This design comes from an exercise in tuning for small area on the open sky130 flow, not from production work. In this exercise RTL edits were held to simulation tests only and were not proved equivalent to the original. Power and IR drop assume default switching activity.

**design/flow/constraint.sdc**
```tcl
create_clock -name core_clock -period 8.0 [get_ports {clk}]
set_input_delay 1.6000 -clock core_clock [delete_from_list [all_inputs] [get_ports {clk}]]
set_output_delay 1.6000 -clock core_clock [all_outputs]
set_load 0.01 [all_outputs]
```
**design/flow/run.sh**
```bash
#!/bin/bash
# synth_recipe.tcl (not shown) runs the flow's synth.tcl, then flattens the netlist and writes it again
# the make line also repeats each setting of config.mk as NAME=value (left out here)
make -C /OpenROAD-flow-scripts/flow DESIGN_CONFIG=/design/flow/config.mk WORK_HOME=/design/flow/orfs CLKGATE_MAP_FILE= SYNTH_SCRIPT=/design/flow/synth_recipe.tcl finish
```
**design/flow/config.mk**
```make
export PLATFORM = sky130hd
export DESIGN_NAME = encoder_trigger
export DESIGN_NICKNAME = encoder_trigger
export VERILOG_FILES = /design/flow/design.v
export SDC_FILE = /design/flow/constraint.sdc
export NUM_CORES = 4
export LEC_CHECK = 0
export ABC_AREA = 1
export CAP_MARGIN = 20
export CORE_MARGIN = 2
export CORE_UTILIZATION = 40
export SLEW_MARGIN = 20
```
**design/flow/design.v**
```verilog
package enc_pkg;
    localparam int cfg_w = 32;
    typedef enum logic [1:0] {
        cnt_single = 2'd0,   
        cnt_x1     = 2'd1,   
        cnt_x2     = 2'd2,   
        cnt_x4     = 2'd3    
    } cnt_mode_e;
    typedef enum logic {
        dir_forward = 1'b0,
        dir_both    = 1'b1
    } dir_mode_e;
    typedef struct packed {
        logic             en;
        logic [cfg_w-1:0] filt_time;     
        logic [cfg_w-1:0] skip_pulses;   
        cnt_mode_e        cnt_mode;
        dir_mode_e        dir_mode;
        logic [cfg_w-1:0] div;           
    } enc_cfg_t;
    typedef struct packed {
        logic a;
        logic b;
    } chan_t;
    typedef struct packed {
        logic a_rise;
        logic a_fall;
        logic b_rise;
        logic b_fall;
    } edges_t;
    typedef struct packed {
        logic up;
        logic down;
    } step_t;
endpackage
`timescale 1ns/1ps
module encoder_trigger #(
    parameter int POS_W  = 40,
    parameter int TIME_W = enc_pkg::cfg_w
) (
    input  logic                      clk,
    input  logic                      rst,
    input  logic                      cfg_en,
    input  logic [enc_pkg::cfg_w-1:0] cfg_filt_time,
    input  logic [enc_pkg::cfg_w-1:0] cfg_skip_pulses,
    input  logic [1:0]                cfg_cnt_mode,
    input  logic                      cfg_dir_mode,
    input  logic [enc_pkg::cfg_w-1:0] cfg_div,
    input  logic                      enc_a,
    input  logic                      enc_b,
    output logic                      trigger
);
    logic [1:0]        sync_a, sync_b;
    logic [TIME_W-1:0] stable_a, stable_b;
    logic              level_a, level_b;
    logic              level_a_q, level_b_q;
    always_ff @(posedge clk or posedge rst) begin
        if (rst) begin
            sync_a <= '0;
            sync_b <= '0;
        end else begin
            sync_a <= {sync_a[0], enc_a};
            sync_b <= {sync_b[0], enc_b};
        end
    end
    always_ff @(posedge clk or posedge rst) begin
        if (rst) begin
            stable_a <= '0;
        end else if (!cfg_en || (sync_a[0] ^ sync_a[1])) begin
            stable_a <= '0;
        end else begin
            stable_a <= stable_a + 1'b1;
        end
    end
    always_ff @(posedge clk or posedge rst) begin
        if (rst) begin
            stable_b <= '0;
        end else if (!cfg_en || (sync_b[0] ^ sync_b[1])) begin
            stable_b <= '0;
        end else begin
            stable_b <= stable_b + 1'b1;
        end
    end
    always_ff @(posedge clk or posedge rst) begin
        if (rst) begin
            level_a <= 1'b0;
            level_b <= 1'b0;
        end else begin
            if (!cfg_en || stable_a == cfg_filt_time) level_a <= sync_a[1];
            if (!cfg_en || stable_b == cfg_filt_time) level_b <= sync_b[1];
        end
    end
    always_ff @(posedge clk or posedge rst) begin
        if (rst) begin
            level_a_q <= 1'b0;
            level_b_q <= 1'b0;
        end else begin
            level_a_q <= level_a;
            level_b_q <= level_b;
        end
    end
    logic a_rise, a_fall, b_rise, b_fall;
    logic dec_up, dec_down;
    assign a_rise = level_a & ~level_a_q;
    assign a_fall = ~level_a & level_a_q;
    assign b_rise = level_b & ~level_b_q;
    assign b_fall = ~level_b & level_b_q;
    always_comb begin
        dec_up   = 1'b0;
        dec_down = 1'b0;
        case (cfg_cnt_mode)
            2'd0: begin
                dec_up = a_rise;
            end
            2'd1: begin
                dec_up   = a_rise & ~level_b;
                dec_down = a_rise & level_b;
            end
            2'd2: begin
                dec_up   = (a_rise & ~level_b) | (a_fall & level_b);
                dec_down = (a_rise & level_b) | (a_fall & ~level_b);
            end
            default: begin
                dec_up   = (a_rise & ~level_b) | (a_fall & level_b)
                         | (b_rise & level_a) | (b_fall & ~level_a);
                dec_down = (a_rise & level_b) | (a_fall & ~level_b)
                         | (b_rise & ~level_a) | (b_fall & level_a);
            end
        endcase
    end
    logic              skipping, tracking, gate_off;
    logic              step_up, step_down;
    logic [31:0]       cnt_a, cnt_b;
    logic [32:0]       tog_a;
    logic [32:0]       tog_b;
    logic [31:0]       sum_a, sum_b;
    logic [39:0]       dist_next;
    logic [39:0]       div_ext;
    logic              a_done, b_full, gate_done;
    logic              go_down, hit_fwd, hit_back, fire, clear;
    assign gate_off  = ~skipping & ~tracking;
    assign a_done    = (cnt_a == cfg_skip_pulses);
    assign b_full    = (cnt_b == cfg_skip_pulses);
    assign gate_done = a_done & (b_full | (cfg_cnt_mode == 2'd0));
    assign go_down  = ~skipping & step_down;
    assign tog_a[0] = skipping ? (a_rise & ~a_done) : (step_up | step_down);
    for (genvar i = 0; i < 32; i++) begin : g_a
        assign sum_a[i]     = cnt_a[i] ^ tog_a[i];
        assign tog_a[i + 1] = tog_a[i] & (cnt_a[i] ^ go_down);
    end
    assign tog_b[0] = skipping ? (b_rise & ~b_full) : tog_a[32];
    for (genvar i = 0; i < 32; i++) begin : g_b
        assign sum_b[i] = cnt_b[i] ^ tog_b[i];
        if (i < 8) begin : g_dn
            assign tog_b[i + 1] = tog_b[i] & (cnt_b[i] ^ go_down);
        end else begin : g_up
            assign tog_b[i + 1] = tog_b[i] & cnt_b[i];
        end
    end
    assign dist_next = {sum_b[7:0], sum_a};
    assign div_ext   = {8'd0, cfg_div};
    assign hit_fwd  = (dist_next == div_ext);
    assign hit_back = (dist_next + div_ext) == 40'd0;
    assign fire     = ~skipping & ((step_up & hit_fwd) | (step_down & cfg_dir_mode & hit_back));
    assign clear = ~cfg_en | gate_off | (skipping & gate_done) | (tracking & fire);
    always_ff @(posedge clk or posedge rst) begin
        if (rst) begin
            cnt_a <= '0;
            cnt_b <= '0;
        end else if (clear) begin
            cnt_a <= '0;
            cnt_b <= '0;
        end else begin
            cnt_a <= sum_a;
            cnt_b <= sum_b;
        end
    end
    always_ff @(posedge clk or posedge rst) begin
        if (rst) begin
            step_up   <= 1'b0;
            step_down <= 1'b0;
        end else if (tracking) begin
            step_up   <= dec_up & ~dec_down;
            step_down <= dec_down & ~dec_up;
        end else begin
            step_up   <= cfg_en & step_up & ~fire;
            step_down <= cfg_en & step_down & ~fire;
        end
    end
    always_ff @(posedge clk or posedge rst) begin
        if (rst) begin
            skipping <= 1'b0;
            tracking <= 1'b0;
            trigger  <= 1'b0;
        end else begin
            tracking <= cfg_en & (tracking | gate_done);
            skipping <= cfg_en & ~tracking & ~gate_done;
            trigger  <= cfg_en & fire;
        end
    end
endmodule
```
==> results of run 1 <==
==> cell type report <==
type | instances | area [um^2] | area share
clock buffer | 17 | 425 | 0.0314
clock inverter | 15 | 194 | 0.0143
inverter | 228 | 861 | 0.0636
multi-input combinational | 1115 | 6460 | 0.477
sequential | 141 | 3530 | 0.261
tap | 341 | 427 | 0.0315
timing repair buffer | 167 | 1640 | 0.121
==> sequential cells by signal (all words and copies together) (netlist names), 2 cells and up <==
signal    flops
cnt_a        32
cnt_b        32
stable_a     32
stable_b     32
sync_a        2
sync_b        2
==> worst register-to-register path: cells and delay by family, from the launching register on <==
| kind | cells | cell delay, ns |
|---|---|---|
| AO/OA/AOI/OAI | 2 | 0.52 |
| AND/OR/NAND/NOR | 11 | 0.84 |
| adder cells (fa/ha/maj) | 23 | 4.23 |
| flip-flops | 1 | 0.45 |
| buffers and inverters | 2 | 0.60 |
| XOR/XNOR | 1 | 0.15 |
==> power by group through the flow <==
| stage | Combinational (mW) | Sequential [mW] | Clock (mW) |
|---|---|---|---|
| after floorplan | 0.113 | 0.735 | 0 |
| after detailed placement | 0.225 | 0.736 | 0 |
| after global placement | 0.224 | 0.736 | 0 |
| final | 0.223 | 0.722 | 0.846 |
| after CTS | 0.226 | 0.722 | 0.859 |
| after global routing | 0.245 | 0.723 | 0.895 |
==> what timing repair did <==
action / CTS / global route
setup endpoints to repair: 0 / 67
buffers inserted: 0 / 2
gates resized for setup: 0 / 40
==> path summary, 6_finish.rpt <==
kind,start,to,cells past startpoint,slack (ns)
setup / recovery,cfg_skip_pulses[2],cnt_b[31]$_DFF_PP0_,44,0.31
min in group asynchronous,rst,cnt_b[29]$_DFF_PP0_,2,1.64
max in group asynchronous,rst,trigger$_DFF_PP0_,3,4.93
hold / removal,sync_b[0]$_DFF_PP0_,sync_b[1]$_DFF_PP0_,0,0.41
setup reg to reg,step_down$_DFF_PP0_,cnt_b[31]$_DFF_PP0_,39,1.11
hold reg to reg,sync_b[0]$_DFF_PP0_,sync_b[1]$_DFF_PP0_,0,0.41
==> cell usage after synthesis (39+ instances only) <==
master / number / share of area
xnor2_1: 90 / 0.072
xor2_1: 58 / 0.046
dfrtp_1: 141 / 0.32
nor2_1: 166 / 0.057
inv_1: 225 / 0.077
nand2_1: 304 / 0.10
nor2_2: 48 / 0.027
a21oi_1: 87 / 0.040
nand3_1: 62 / 0.028
o21ai_0: 48 / 0.022
ha_1: 57 / 0.065
nand4_1: 39 / 0.022
==> routing by layer <==
layer / part of all wire / GRT usage
met5: 0 / 0
met4: 0.023 / 0.0669
met3: 0.045 / 0.0322
met2: 0.48 / 0.383
met1: 0.46 / 0.289
==> stage by stage <==
step / cells / hold WS, ns
floorplan: 1502 / 0.375
global placement: 1990 / 0.383
detailed placement: 1990 / 0.394
CTS: 2022 / 0.411
global route: 2024 / 0.445
finish: 2024 / 0.410
==> cells in the final DEF (no fill, tap or decap), drive strengths merged, types with 58 or more instances in the layout <==
cell,n
nand3,62
xnor2,90
buf,63
xor2,58
inv,236
clkdlybuf4s50,74
a21oi,87
nor2,217
nand2,309
dfrtp,141
==> kinds of logic after synthesis <==
kind of cell             Yosys count  synth area share
AND/OR/NAND/NOR                  710             0.296
buffers and inverters            246            0.0910
AO/OA/AOI/OAI                    199             0.104
XOR/XNOR                         148             0.119
flip-flops                       141             0.323
adder cells (fa/ha/maj)           58            0.0670
==> results.py, run 1 <==
metrics = {
    "timing": {
        "clock.fmax_mhz": 130,
        "finalSetupViolCount": 0,
        "tns_ns": 0,
        "slew_viol_final": 0,
        "period_share": 0.961,
        "finalHoldViolCount": 0,
        "setup_ws_ns": 0.313,
        "clock_skew_ns": 0.0120,
        "tightest_slew_ns": 0.923,
        "min_period_ns": 7.69,
        "relSlewSlack": 0.385,
    },
    "grt": {
        "grt_pass1_wl_mm": 50.2,
        "grt.overflow.total": 0,
        "grt_antenna_before_repair": 0,
        "grt_use_total": 0.222,
        "grt_pass1_vias": 9923,
        "grt_max_degree": 72,
    },
    "route": {
        "viasPerCell": 5.02,
        "routed_wl_mm": 31.1,
        "vias": 10200,
        "drt_iter0_drc": 705,
        "drc": 0,
        "dr.pass1.iters": 5,
        "ant_nets": 0,
        "avgRoutedWirePerCell_um": 15.4,
    },
    "setup_path": {
        "path_max_fanout": 3,
        "path_buf_inv": 1,
        "crit_path_end_kind": "register",
        "cp_top_family": "adder cells",
        "crit_required_ns": 8.32,
        "cp.arrival_ns": 8.01,
        "worst-setup-path-type": "in2reg",
        "cp_common_cell": "ha_1",
        "crit_path_top_delay_cell": "clkdlybuf4s50_1",
        "cp-start-kind": "input pin",
        "critPathMaxStageDelay_ns": 0.51,
    },
    "power_and_ir_drop": {
        "p_switching_mw": 0.492,
        "max-vdd-ir-drop_v": 0.000118,
        "p_per_area_nw_per_um2": 132,
        "p_clk_frac": 0.472,
        "power_frac_seq": 0.403,
        "p_total_mw": 1.79,
        "pwr-share-comb": 0.124,
        "p_leak_nw": 6.44,
        "internal-power_mw": 1.30,
        "p_sw_frac": 0.275,
    },
    "clock_network": {
        "clock_sinks": 141,
        "numCtsBuffers": 17,
        "cts_root_buf": "clkbuf_16",
        "clk_pin_slew_worst_paths_ns": 0.07,
        "tritoncts": "built",
        "h-tree-depth": 4,
        "clock_path_buffers": 2,
        "cts_hold_buf": 0,
        "clock_latency_ns": 0.43,
    },
    "final_layout": {
        "drive_gt1_frac": 0.111,
        "fin_area_um2": 13500,
        "diodes": 0,
        "syn2layout_area_growth_pct": 23.7,
        "fillers": 2599,
        "final_util": 0.503,
        "num-nets-final": 1832,
    },
    "yosys": {
        "async_flop_share": 1.00,
        "ys_seq_area_frac": 0.323,
        "synth-edff-count": 0,
        "synth_area_um2": 10900,
        "synth_ff_type": "dfrtp_1",
        "synth_nets": 1664,
        "syn_inst": 1502,
        "synth.distinct_cells": 49,
        "synth-seq-cells": 141,
        "ys_warn_count": 1,
        "syn_area_per_cell_um2": 7.28,
    },
    "floorplanning": {
        "io_pins": 105,
        "num_rows": 60,
        "core-area_um2": 26900,
        "start_util": 0.407,
        "die_h_um": 169,
        "die_w_um": 169,
        "die_area_um2": 28700,
    },
    "placement": {
        "numPortBuffers": 104,
        "gp_congestion": 0.943,
        "place_area_um2": 12800,
        "post-place-ws_ns": -0.286,
        "dp_hpwl_mm": 24.8,
    },
    "worst_hold_path": {
        "worstHoldPathType": "reg2reg",
    },
    "job": {
        "cap_violations": 0,
    },
    "outcome": {
        "status": "finished clean",
    },
}
==> run 2, diff against run 1 <==
--- a/design/flow/config.mk
+++ b/design/flow/config.mk
@@ -5,7 +5,6 @@
 export SDC_FILE = /design/flow/constraint.sdc
 export NUM_CORES = 4
 export LEC_CHECK = 0
-export ABC_AREA = 1
 export CAP_MARGIN = 20
 export CORE_MARGIN = 2
 export CORE_UTILIZATION = 40
==> run 2 against run 1 <==
Effect of this change:
- still clean on timing, DRC and antenna
- worst hold slack lost 0.013 ns
- synthesized cell count shrank 3.1%
- flip-flop and latch count is the same
- critical path type unchanged
- global-route usage grew 2.9 points
- largest power group unchanged
==> results.py, run 2 <==
metrics = {
    "outcome": {
        "status": "finished clean",
    },
    "yosys": {
        "synth_ff_type": "dfrtp_1",
        "synth-xor-area-share": 0.180,
        "async_flop_share": 1.00,
        "synth_area_um2": 12000,
        "syn_area_per_cell_um2": 8.22,
        "yosysTopAreaCell": "dfrtp_1",
        "syn_inst": 1455,
        "synth_nets": 1617,
        "synth_compound_gate_area_share": 0.174,
        "synth.distinct_cells": 81,
        "synth-seq-cells": 141,
        "synth.most_common_cell": "nand2_1",
        "yosys-top-cells-count": "nand2_1, dfrtp_1, a21oi_1, xor2_1, xnor2_1",
        "synth_simple_gate_area_frac": 0.238,
        "synth_mux_area_frac": 0.00941,
        "ys_seq_area_frac": 0.295,
        "synth-edff-count": 0,
        "synth_top_family_by_area": "simple AND/OR/NAND/NOR gates",
        "netlist.area_leader.share": 0.295,
        "ys_warn_count": 1,
        "synthAdderAreaFrac": 0.0613,
        "synth.area.top_cells": "dfrtp_1, xor2_1, xnor2_1",
    },
    "timing": {
        "hold_ws_ns": 0.397,
        "tightest_slew_ns": 1.05,
        "finalSetupViolCount": 0,
        "clock_skew_ns": 0.0152,
        "grt_setup_unrepaired": "no",
        "finalHoldViolCount": 0,
        "slew_viol_final": 0,
        "setup_ws_ns": 0.375,
        "min_period_ns": 7.62,
        "relSlewSlack": 0.297,
        "clock.fmax_mhz": 131,
        "period_share": 0.953,
    },
    "setup_path": {
        "crit_path_top_delay_cell": "clkdlybuf4s50_1",
        "crit_required_ns": 8.34,
        "cp.arrival_ns": 7.96,
        "path_max_fanout": 2,
        "critPathMaxStageDelay_ns": 0.55,
        "worst-setup-path-type": "in2reg",
        "cp_common_cell": "ha_1",
        "crit_path_end_kind": "register",
        "cp-start-kind": "input pin",
    },
    "final_layout": {
        "final_cell_mix": "nand2_1, dfrtp_1, a21oi_1, xor2_1, xnor2_1",
        "diodes": 0,
        "fillers": 2888,
        "num-nets-final": 1714,
        "fin_area_um2": 14200,
        "final_util": 0.481,
        "mostFrequentLayoutCell": "nand2_1",
        "syn2layout_area_growth_pct": 18.7,
        "drive_gt1_frac": 0.0799,
        "multi_input_area_um2": 7950,
        "regArea_um2": 3530,
    },
    "route": {
        "dr.pass1.iters": 7,
        "drt_iter0_drc": 1079,
        "viasPerCell": 5.88,
        "avgRoutedWirePerCell_um": 19.9,
        "drc": 0,
        "vias": 11500,
        "routed_wl_mm": 39.0,
        "ant_nets": 0,
    },
    "grt": {
        "grt_pass1_wl_mm": 61.2,
        "grt_pass1_vias": 11100,
        "grt_antenna_before_repair": 0,
        "grt_use_total": 0.251,
        "grt.overflow.total": 0,
        "grt_max_degree": 84,
    },
    "floorplanning": {
        "num_rows": 63,
        "io_pins": 105,
        "die_w_um": 177,
        "start_util": 0.405,
        "die_h_um": 177,
        "core-area_um2": 29600,
        "die_area_um2": 31300,
    },
    "clock_network": {
        "numCtsBuffers": 17,
        "cts_root_buf": "clkbuf_16",
        "clock_latency_ns": 0.44,
        "clock_path_buffers": 2,
        "clock_sinks": 141,
        "cts_hold_buf": 0,
        "tritoncts": "built",
        "clk_pin_slew_worst_paths_ns": 0.06,
        "h-tree-depth": 4,
    },
    "placement": {
        "place_area_um2": 13600,
        "gp_congestion": 0.943,
        "post-place-ws_ns": -0.150,
        "numPortBuffers": 104,
        "dp_hpwl_mm": 30.1,
    },
    "power_and_ir_drop": {
        "max-vdd-ir-drop_v": 0.000141,
        "p_per_area_nw_per_um2": 124,
        "p_leak_nw": 5.87,
    },
    "worst_hold_path": {
        "worstHoldPathType": "reg2reg",
    },
    "job": {
        "cap_violations": 0,
    },
}
==> run 2: changes by cell type after synthesis, moves of 29 or more <==
cell      previous run  this run
clkbuf_1            10        77
a21oi_1             87       129
nor2_2              48         0
xor2_1              58       128
inv_1              225        28
nand2_1            304       144
and3_1               2        31
nor2_1             166       107
==> run 2: report_power, final <==
group | internal (mW) | switching [mW]
registers | 0.718 | 0.00789
logic | 0.104 | 0.131
clock network | 0.444 | 0.356
==> run 2: kinds of logic (layout without fill, tap and decap cells) <==
kind of cell               after synthesis  after routing
and+or+nand+nor                        559            559
AOI/OAI and AO/OA                      319            319
xor gates and xnor gates               246            246
DFF                                    141            141
buffers and inverters                  121            231
adders and majority gates               58             58
muxes                                   11             11
==> run 2: cell type report <==
type	instances	area share
clock inverters	13	0.00916
well taps	390	0.0343
multi-input cells	1193	0.560
clock buffers	19	0.0312
flip-flops and latches	141	0.248
repair buffers	170	0.109
inverters	29	0.00801
==> run 2: through the flow <==
step / TNS [ns] / std cells / total power [mW]
2_1_floorplan: 0 / 1455 / 0.856
3_3_place_gp: -0.0962 / 1923 / 0.972
3_5_place_dp: -0.236 / 1923 / 0.972
4_1_cts: 0 / 1955 / 1.77
5_1_grt: 0 / 1955 / 1.82
6_report: 0 / 1955 / 1.76
==> run 2: worst paths after layout <==
check                                     from                endpoint  slack, ns  cells past startpoint
min in group asynchronous                  rst  stable_a[10]$_DFF_PP0_       1.70                      2
max in group asynchronous                  rst     cnt_a[29]$_DFF_PP0_       4.98                      3
max reg2reg                step_down$_DFF_PP0_       step_up$_DFF_PP0_       0.71                     20
min                        sync_a[0]$_DFF_PP0_     sync_a[1]$_DFF_PP0_       0.40                      0
min reg2reg                sync_a[0]$_DFF_PP0_     sync_a[1]$_DFF_PP0_       0.40                      0
max                        cfg_skip_pulses[12]     cnt_b[31]$_DFF_PP0_       0.38                     35
==> run 2: routing by layer <==
| metal | share of wire | track usage |
|---|---|---|
| met1 | 0.43 | 0.328 |
| met3 | 0.060 | 0.0365 |
| met2 | 0.48 | 0.426 |
| met4 | 0.024 | 0.0785 |
| met5 | 0 | 0 |
==> run 2: worst max-delay path: cells and delay by family <==
| kind | cells | cell delay [ns] |
|---|---|---|
| XOR/XNOR | 2 | 0.26 |
| AO/OA/AOI/OAI | 4 | 0.63 |
| adder cells (fa/ha/maj) | 23 | 4.18 |
| AND/OR/NAND/NOR | 4 | 0.60 |
| buffers and inverters | 2 | 0.73 |
==> run 2: what timing repair did <==
item                                    CTS  global route
endpoints found under the setup margin    0             2
resized for setup                         0             6
buffers inserted                          0             0

-- separate check: timing with driven ports --
No port has a modelled driver above. Below, the same layouts with a new extraction and two added sets of constraints. Step 1 sets driving cells, clkbuf_16 on the clock port and buf_2 on the other inputs (assumed; they add their load-dependent delay and slew). Step 2, shift: input delay + t, output delay - t, t = (earliest + latest rising clock arrival at the registers) / 2. This alone moves slack from input paths to output paths. Three values: no drivers, after step 1, after step 2; two values: the first two.
run | t (ns) | slack for setup (ns) | slew at the worst register clock pin (ns) | cell pins on the clock port's net
run 1 | 0.473 | 0.313 / 0.334 / -0.139 | 0.07 / 0.07 | 1
run 2 | 0.488 | 0.375 / 0.389 / -0.099 | 0.07 / 0.07 | 1
With both steps, setup timing fails in run 1 and run 2, where it was met with ideal ports. For run 2, which loses most, drivers alone change the setup slack by +0.014 ns; drivers and shift together by -0.474 ns.
